This design comes from an exercise in tuning for small area and a short achievable clock period on the open sky130 flow, not from production work. Where RTL was checked, it was by simulation tests only, not by an equivalence proof against the original.

==> run R: inputs <==
// gecko_reg_scoreboard
module gecko_reg_scoreboard #(
  parameter logic [31:0] REG_RESET_VALUE = 32'h0000_0000,
  parameter bit          ERROR_STICKY    = 1'b1
) (
  input  logic                    clk,
  input  logic                    rst,
  input  logic                    issue_valid,
  output logic                    issue_ready,
  input  logic [4:0]              issue_reg_addr,
  input  logic                    wb_valid,
  input  logic [4:0]              wb_reg_addr,
  input  logic [31:0]             wb_value,
  input  logic [4:0]              rs1_addr,
  input  logic [4:0]              rs2_addr,
  output logic [31:0]             rs1_value,
  output logic [31:0]             rs2_value,
  output logic [32*gecko_reg_scoreboard_pkg::STATUS_W-1:0]  reg_status,
  output logic                    underflow_error
);
  logic [31:1] wdec;       
  logic [31:1] idec;       
  logic [31:1] sel1;       
  logic [31:1] sel2;
  logic [31:1] blocked;
  logic [31:1] uf_vec;
  logic        byp1;       
  logic        byp2;
  logic [31:0] wdata;      
  logic [31:0] rdq [0:31];    
  logic [31:0] rsel1;         
  logic [31:0] rsel2;
  assign wdata = rst ? wb_value : REG_RESET_VALUE;
  assign byp1  = wb_valid && (wb_reg_addr == rs1_addr) && (rs1_addr != 5'd0);
  assign byp2  = wb_valid && (wb_reg_addr == rs2_addr) && (rs2_addr != 5'd0);
  assign reg_status[1:0] = 2'b00;
  for (genvar i = 1; i < 32; i++) begin : g_reg
    logic [31:0] q;
    assign wdec[i] = wb_valid && (wb_reg_addr == 5'(i));
    assign idec[i] = issue_valid && (issue_reg_addr == 5'(i));
    assign sel1[i] = (rs1_addr == 5'(i)) && !wdec[i];
    assign sel2[i] = (rs2_addr == 5'(i)) && !wdec[i];
    always_ff @(posedge clk) begin
      if (wdec[i] || !rst) q <= wdata;
    end
    assign rdq[i] = q;
    gecko_reg_status_counter u_cnt (
      .clk       (clk),
      .rst       (rst),
      .issue_hit (idec[i]),
      .dec       (wdec[i]),
      .status    (reg_status[2*i +: 2]),
      .blocked   (blocked[i]),
      .underflow (uf_vec[i])
    );
  end
  assign rdq[0] = wb_value;
  ...
==> module gecko_reg_read_bit, before the edit <==
module gecko_reg_read_bit (
  input  logic [31:0] d,
  input  logic [31:0] sel,
  output logic        y
);
  logic [10:0] grp_n;
  for (genvar g = 0; g < 10; g++) begin : g_grp
    gecko_reg_aoi3 u_aoi (.d(d[3*g +: 3]), .sel(sel[3*g +: 3]), .y_n(grp_n[g]));
  end
  logic [2:0]  part;
  assign grp_n[10] = ~((d[30] & sel[30]) | (d[31] & sel[31]));
  gecko_reg_nand4 u_p0 (.a(grp_n[3:0]), .y(part[0]));
  gecko_reg_nand4 u_p1 (.a(grp_n[7:4]), .y(part[1]));
  gecko_reg_nand3 u_p2 (.a(grp_n[10:8]), .y(part[2]));
  assign y = |part;
endmodule
==> module gecko_reg_nand4, before the edit <==
module gecko_reg_nand4 (
  input  logic [3:0] a,
  output logic       y
);
  assign y = ~&a;
endmodule
==> module gecko_reg_nand3, before the edit <==
module gecko_reg_nand3 (
  input  logic [2:0] a,
  output logic       y
);
  assign y = ~&a;
endmodule
==> module gecko_reg_status_counter, before the edit <==
module gecko_reg_status_counter (
  input  logic              clk,
  input  logic              rst,
  input  logic              issue_hit,
  input  logic              dec,
  output gecko_reg_scoreboard_pkg::gecko_reg_status_t status,
  output logic              blocked,
  output logic              underflow
);
  logic [1:0] c;
  logic       up, dn;
  assign blocked = c[1] & c[0] & ~dec;
  assign status[0] = dec ? (c[1] & ~c[0]) : c[0];
  assign status[1] = c[1] & (c[0] | ~dec);
  assign underflow = dec & ~issue_hit & ~c[1] & ~c[0];
  assign up = issue_hit & ~dec & ~(c[1] & c[0]);
  assign dn = dec & ~issue_hit & (c[1] | c[0]);
  always_ff @(posedge clk) begin
    if (!rst) begin
      c <= 2'd0;
    end else begin
      c[0] <= c[0] ^ (up | dn);
      c[1] <= c[1] ^ ((up & c[0]) | (dn & ~c[0]));
    end
  end
endmodule
==> module gecko_reg_scoreboard, before the edit <==
module gecko_reg_scoreboard #(
  parameter logic [31:0] REG_RESET_VALUE = 32'h0000_0000,
  parameter bit          ERROR_STICKY    = 1'b1
) (
  input  logic                    clk,
  input  logic                    rst,
  input  logic                    issue_valid,
  output logic                    issue_ready,
  input  logic [4:0]              issue_reg_addr,
  input  logic                    wb_valid,
  input  logic [4:0]              wb_reg_addr,
  input  logic [31:0]             wb_value,
  input  logic [4:0]              rs1_addr,
  input  logic [4:0]              rs2_addr,
  output logic [31:0]             rs1_value,
  output logic [31:0]             rs2_value,
  output logic [32*gecko_reg_scoreboard_pkg::STATUS_W-1:0]  reg_status,
  output logic                    underflow_error
);
  logic [31:1] wdec;       
  logic [31:1] idec;       
  logic [31:1] sel1;       
  logic [31:1] sel2;
  logic [31:1] blocked;
  logic [31:1] uf_vec;
  logic        byp1;       
  logic        byp2;
  logic [31:0] wdata;      
  logic [31:0] rdq [0:31];    
  logic [31:0] rsel1;         
  logic [31:0] rsel2;
  assign wdata = rst ? wb_value : REG_RESET_VALUE;
  assign byp1  = wb_valid && (wb_reg_addr == rs1_addr) && (rs1_addr != 5'd0);
  assign byp2  = wb_valid && (wb_reg_addr == rs2_addr) && (rs2_addr != 5'd0);
  assign reg_status[1:0] = 2'b00;
  for (genvar i = 1; i < 32; i++) begin : g_reg
    logic [31:0] q;
    assign wdec[i] = wb_valid && (wb_reg_addr == 5'(i));
    assign idec[i] = issue_valid && (issue_reg_addr == 5'(i));
    assign sel1[i] = (rs1_addr == 5'(i)) && !wdec[i];
    assign sel2[i] = (rs2_addr == 5'(i)) && !wdec[i];
    always_ff @(posedge clk) begin
      if (wdec[i] || !rst) q <= wdata;
    end
    assign rdq[i] = q;
    gecko_reg_status_counter u_cnt (
      .clk       (clk),
      .rst       (rst),
      .issue_hit (idec[i]),
      .dec       (wdec[i]),
      .status    (reg_status[2*i +: 2]),
      .blocked   (blocked[i]),
      .underflow (uf_vec[i])
    );
  end
  assign rdq[0] = wb_value;
  assign rsel1  = {sel1, byp1};
  assign rsel2  = {sel2, byp2};
  for (genvar b = 0; b < 32; b++) begin : g_rd
    logic [31:0] col1, col2;
    for (genvar i = 0; i < 32; i++) begin : g_col
      assign col1[i] = rdq[i][b];
    end
    gecko_reg_read_bit u_rd1 (.d(col1), .sel(rsel1), .y(rs1_value[b]));
    gecko_reg_read_bit u_rd2 (.d(col1), .sel(rsel2), .y(rs2_value[b]));
  end
  always_comb begin
    issue_ready = 1'b1;
    for (int i = 1; i < 32; i++)
      if (issue_reg_addr == 5'(i) && blocked[i]) issue_ready = 1'b0;
  end
  always_ff @(posedge clk) begin
    if (!rst) begin
      underflow_error <= 1'b0;
    end else if (ERROR_STICKY) begin
      underflow_error <= underflow_error || (uf_vec != '0);
    end else begin
      underflow_error <= (uf_vec != '0);
    end
  end
endmodule
Settings: LEC_CHECK=0, CAP_MARGIN=20, CORE_MARGIN=2, CORE_UTILIZATION=40, PLACE_DENSITY=0.45, SETUP_SLACK_MARGIN=0.1, SLEW_MARGIN=20, SYNTH_HIERARCHICAL=1; clock period 5.0 ns.
standard.sh (not shown) runs the stock make flow with config.mk's settings and CLKGATE_MAP_FILE= SYNTH_SCRIPT=/design/flow/synth_recipe.tcl, a recipe that flattens the netlist after the stock synthesis.
==> flow/flow/run.sh <==
#!/bin/bash
set -e
export BUFFER_PORTS_ARGS="-buffer_cell sky130_fd_sc_hd__buf_2"
export CTS_ARGS="-sink_clustering_enable -repair_clock_nets -dont_use_dummy_load -sink_clustering_size 24 -sink_clustering_max_diameter 80"
bash standard.sh > standard.log 2>&1
==> inputs of run F, as changes to run R <==
--- a/flow/design.v
+++ b/flow/design.v
@@ -122,10 +122,6 @@
     gecko_reg_aoi3 u_aoi (.d(d[3*g +: 3]), .sel(sel[3*g +: 3]), .y_n(grp_n[g]));
   end
-  logic [2:0]  part;
   assign grp_n[10] = ~((d[30] & sel[30]) | (d[31] & sel[31]));
-  gecko_reg_nand4 u_p0 (.a(grp_n[3:0]), .y(part[0]));
-  gecko_reg_nand4 u_p1 (.a(grp_n[7:4]), .y(part[1]));
-  gecko_reg_nand3 u_p2 (.a(grp_n[10:8]), .y(part[2]));
-  assign y = |part;
+  assign y = ~&grp_n;
 endmodule
 module gecko_reg_aoi3 (
@@ -136,14 +132,2 @@
   assign y_n = ~|(d & sel);
 endmodule
-module gecko_reg_nand4 (
-  input  logic [3:0] a,
-  output logic       y
-);
-  assign y = ~&a;
-endmodule
-module gecko_reg_nand3 (
-  input  logic [2:0] a,
-  output logic       y
-);
-  assign y = ~&a;
-endmodule
==> flow/run.sh (new file) <==
#!/bin/bash
# synth_recipe.tcl (not shown) runs the flow's synth.tcl, then flattens the netlist and writes it again
# the make line also repeats each setting of config.mk as NAME=value (left out here)
make -C /OpenROAD-flow-scripts/flow DESIGN_CONFIG=/design/flow/config.mk WORK_HOME=/design/flow/orfs CLKGATE_MAP_FILE= SYNTH_SCRIPT=/design/flow/synth_recipe.tcl finish
--- a/flow/config.mk
+++ b/flow/config.mk
@@ -9,6 +9,4 @@
 export CORE_MARGIN = 2
 export CORE_UTILIZATION = 40
-export PLACE_DENSITY = 0.45
-export SETUP_SLACK_MARGIN = 0.1
 export SLEW_MARGIN = 20
 export SYNTH_HIERARCHICAL = 1
removed: flow/flow/run.sh
removed: flow/standard.sh
==> inputs of run G, as changes to run R <==
--- a/flow/design.v
+++ b/flow/design.v
@@ -16,19 +16,55 @@
 );
   logic [1:0] c;
-  logic       up, dn;
-  assign blocked = c[1] & c[0] & ~dec;
-  assign status[0] = dec ? (c[1] & ~c[0]) : c[0];
-  assign status[1] = c[1] & (c[0] | ~dec);
-  assign underflow = dec & ~issue_hit & ~c[1] & ~c[0];
-  assign up = issue_hit & ~dec & ~(c[1] & c[0]);
-  assign dn = dec & ~issue_hit & (c[1] | c[0]);
+  logic [1:0] nxt;
+  logic       c1_n;
+  logic       nz_or_idle;    
+  logic       not_dec_only;  
+  logic       hold1;         
+  logic       up0;           
+  gecko_cnt_inv     u_inv  (.a(c[1]), .y(c1_n));
+  gecko_cnt_or2b    u_t3   (.a(c[0]), .b_n(dec), .y(nz_or_idle));
+  gecko_cnt_or2b    u_t4   (.a(dec), .b_n(c[0]), .y(not_dec_only));
+  gecko_cnt_nor3    u_uf   (.a(c[1]), .b(issue_hit), .c(nz_or_idle), .y(underflow));
+  gecko_cnt_and2    u_s1   (.a(c[1]), .b(nz_or_idle), .y(status[1]));
+  gecko_cnt_o21ai   u_s0   (.a1(c1_n), .a2(nz_or_idle), .b1(not_dec_only), .y(status[0]));
+  gecko_cnt_nor2    u_blk  (.a(c1_n), .b(not_dec_only), .y(blocked));
+  gecko_cnt_a21boi  u_h1   (.a1(c1_n), .a2(not_dec_only), .b1_n(rst), .y(hold1));
+  gecko_cnt_o21a    u_n1   (.a1(issue_hit), .a2(status[1]), .b1(hold1), .y(nxt[1]));
+  gecko_cnt_a21bo   u_u0   (.a1(nz_or_idle), .a2(not_dec_only), .b1_n(issue_hit), .y(up0));
+  gecko_cnt_o221a   u_n0   (.a1(issue_hit), .a2(status[0]), .b1(up0), .b2(status[1]), .c1(rst), .y(nxt[0]));
   always_ff @(posedge clk) begin
-    if (!rst) begin
-      c <= 2'd0;
-    end else begin
-      c[0] <= c[0] ^ (up | dn);
-      c[1] <= c[1] ^ ((up & c[0]) | (dn & ~c[0]));
-    end
-  end
+    c <= nxt;
+  end
+endmodule
+module gecko_cnt_inv (input logic a, output logic y);
+  assign y = ~a;
+endmodule
+module gecko_cnt_or2b (input logic a, input logic b_n, output logic y);
+  assign y = a | ~b_n;
+endmodule
+module gecko_cnt_nor3 (input logic a, input logic b, input logic c, output logic y);
+  assign y = ~(a | b | c);
+endmodule
+module gecko_cnt_and2 (input logic a, input logic b, output logic y);
+  assign y = a & b;
+endmodule
+module gecko_cnt_nor2 (input logic a, input logic b, output logic y);
+  assign y = ~(a | b);
+endmodule
+module gecko_cnt_o21ai (input logic a1, input logic a2, input logic b1, output logic y);
+  assign y = ~((a1 | a2) & b1);
+endmodule
+module gecko_cnt_a21boi (input logic a1, input logic a2, input logic b1_n, output logic y);
+  assign y = ~((a1 & a2) | ~b1_n);
+endmodule
+module gecko_cnt_o21a (input logic a1, input logic a2, input logic b1, output logic y);
+  assign y = (a1 | a2) & b1;
+endmodule
+module gecko_cnt_a21bo (input logic a1, input logic a2, input logic b1_n, output logic y);
+  assign y = (a1 & a2) | ~b1_n;
+endmodule
+module gecko_cnt_o221a (input logic a1, input logic a2, input logic b1, input logic b2,
+                        input logic c1, output logic y);
+  assign y = (a1 | a2) & (b1 | b2) & c1;
 endmodule
 module gecko_reg_scoreboard #(
@@ -60,17 +96,27 @@
   logic        byp2;
   logic [31:0] wdata;      
-  logic [31:0] rdq [0:31];    
-  logic [31:0] rsel1;         
-  logic [31:0] rsel2;
+  logic [31:0] rdq [1:31];    
   assign wdata = rst ? wb_value : REG_RESET_VALUE;
   assign byp1  = wb_valid && (wb_reg_addr == rs1_addr) && (rs1_addr != 5'd0);
   assign byp2  = wb_valid && (wb_reg_addr == rs2_addr) && (rs2_addr != 5'd0);
   assign reg_status[1:0] = 2'b00;
+  logic [3:0] pd1_lo_n, pd2_lo_n;
+  logic [7:0] pd1_hi_n, pd2_hi_n;
+  for (genvar k = 0; k < 4; k++) begin : g_pd_lo
+    localparam logic [1:0] K = k;
+    gecko_reg_nand2 u_lo1 (.a(rs1_addr[1:0] ~^ K), .y(pd1_lo_n[k]));
+    gecko_reg_nand2 u_lo2 (.a(rs2_addr[1:0] ~^ K), .y(pd2_lo_n[k]));
+  end
+  for (genvar k = 0; k < 8; k++) begin : g_pd_hi
+    localparam logic [2:0] K = k;
+    gecko_reg_nand3 u_hi1 (.a(rs1_addr[4:2] ~^ K), .y(pd1_hi_n[k]));
+    gecko_reg_nand3 u_hi2 (.a(rs2_addr[4:2] ~^ K), .y(pd2_hi_n[k]));
+  end
   for (genvar i = 1; i < 32; i++) begin : g_reg
     logic [31:0] q;
     assign wdec[i] = wb_valid && (wb_reg_addr == 5'(i));
     assign idec[i] = issue_valid && (issue_reg_addr == 5'(i));
-    assign sel1[i] = (rs1_addr == 5'(i)) && !wdec[i];
-    assign sel2[i] = (rs2_addr == 5'(i)) && !wdec[i];
+    gecko_reg_nor2 u_sel1 (.a(pd1_lo_n[i % 4]), .b(pd1_hi_n[i / 4]), .y(sel1[i]));
+    gecko_reg_nor2 u_sel2 (.a(pd2_lo_n[i % 4]), .b(pd2_hi_n[i / 4]), .y(sel2[i]));
     always_ff @(posedge clk) begin
       if (wdec[i] || !rst) q <= wdata;
@@ -87,14 +133,14 @@
     );
   end
-  assign rdq[0] = wb_value;
-  assign rsel1  = {sel1, byp1};
-  assign rsel2  = {sel2, byp2};
   for (genvar b = 0; b < 32; b++) begin : g_rd
-    logic [31:0] col1, col2;
-    for (genvar i = 0; i < 32; i++) begin : g_col
+    logic [31:1] col1;
+    for (genvar i = 1; i < 32; i++) begin : g_col
       assign col1[i] = rdq[i][b];
     end
-    gecko_reg_read_bit u_rd1 (.d(col1), .sel(rsel1), .y(rs1_value[b]));
-    gecko_reg_read_bit u_rd2 (.d(col1), .sel(rsel2), .y(rs2_value[b]));
+    logic st1, st2;
+    gecko_reg_read_bit u_rd1 (.d(col1), .sel(sel1), .y(st1));
+    gecko_reg_read_bit u_rd2 (.d(col1), .sel(sel2), .y(st2));
+    assign rs1_value[b] = byp1 ? wb_value[b] : st1;
+    assign rs2_value[b] = byp2 ? wb_value[b] : st2;
   end
   always_comb begin
@@ -114,14 +160,14 @@
 endmodule
 module gecko_reg_read_bit (
-  input  logic [31:0] d,
-  input  logic [31:0] sel,
+  input  logic [31:1] d,
+  input  logic [31:1] sel,
   output logic        y
 );
   logic [10:0] grp_n;
+  logic [2:0]  part;
   for (genvar g = 0; g < 10; g++) begin : g_grp
-    gecko_reg_aoi3 u_aoi (.d(d[3*g +: 3]), .sel(sel[3*g +: 3]), .y_n(grp_n[g]));
-  end
-  logic [2:0]  part;
-  assign grp_n[10] = ~((d[30] & sel[30]) | (d[31] & sel[31]));
+    gecko_reg_aoi3 u_aoi (.d(d[3*g+1 +: 3]), .sel(sel[3*g+1 +: 3]), .y_n(grp_n[g]));
+  end
+  assign grp_n[10] = ~(d[31] & sel[31]);
   gecko_reg_nand4 u_p0 (.a(grp_n[3:0]), .y(part[0]));
   gecko_reg_nand4 u_p1 (.a(grp_n[7:4]), .y(part[1]));
@@ -148,2 +194,15 @@
   assign y = ~&a;
 endmodule
+module gecko_reg_nand2 (
+  input  logic [1:0] a,
+  output logic       y
+);
+  assign y = ~&a;
+endmodule
+module gecko_reg_nor2 (
+  input  logic a,
+  input  logic b,
+  output logic y
+);
+  assign y = ~(a | b);
+endmodule
--- a/flow/config.mk
+++ b/flow/config.mk
@@ -8,7 +8,7 @@
 export CAP_MARGIN = 20
 export CORE_MARGIN = 2
-export CORE_UTILIZATION = 40
-export PLACE_DENSITY = 0.45
-export SETUP_SLACK_MARGIN = 0.1
+export CORE_UTILIZATION = 58
+export PLACE_DENSITY = 0.65
+export SETUP_SLACK_MARGIN = 0.5
 export SLEW_MARGIN = 20
 export SYNTH_HIERARCHICAL = 1
==> impl_metrics.ini <==
[status]
outcome = complete, but fails checks
violatedChecks = setup timing

[sta]
max_freq_ghz = 0.199
setup_viol = 1
worst_slack_ns = -0.0127

[cells_and_area]
multi_input_area_share = 0.252

[clocking]
post_cts_buffers = 12

[global_route]
grt.met2_usage = 0.433

[floorplanning]
fp-row-count = 122
The numbers above come from run F.

==> impl_metrics.ini <==
[cells_and_area]
multi_input_area_share = 0.270

[floorplanning]
fp-row-count = 122

[sta]
max_freq_ghz = 0.203
setup_viol = 0

[status]
outcome = no timing/DRC/antenna violations
The numbers above come from run R.

==> impl_metrics.ini <==
[status]
outcome = no timing/DRC/antenna violations

[cells_and_area]
multi_input_area_share = 0.278

[critical_path]
slowest_delay_ns = 0.57

[sta]
worst_slack_ns = 0.382

[clocking]
post_cts_buffers = 7
The numbers above come from run G.

Function not checked in run F: the RTL went through the layout flow alone.

## afterwards: timing with drivers on the ports
The flow's constraints put no driver on any port. The routed layouts listed below were extracted and timed again, unchanged, in two steps. Step 1 assumes that a clkbuf_16 drives the clock port and a buf_2 every other input. Step 2, shift: input delay + t, output delay - t, t = (earliest + latest rising clock arrival at the registers) / 2. This alone moves slack from input paths to output paths. Slacks: no drivers / after step 1 / after step 2; pairs: no drivers / after step 1.
| run | t, ns | setup WS [ns] | slew at the worst register clock pin (ns) |
|---|---|---|---|
| run R | 0.751 | 0.084 / 0.009 / 0.009 | 0.10 / 0.10 |
| run F | 0.756 | -0.013 / -0.039 / -0.039 | 0.07 / 0.07 |
| run G | 0.706 | 0.382 / 0.315 / 0.315 | 0.10 / 0.10 |
For run R, which loses most, drivers alone change the setup slack by -0.075 ns; drivers and shift together by -0.075 ns.
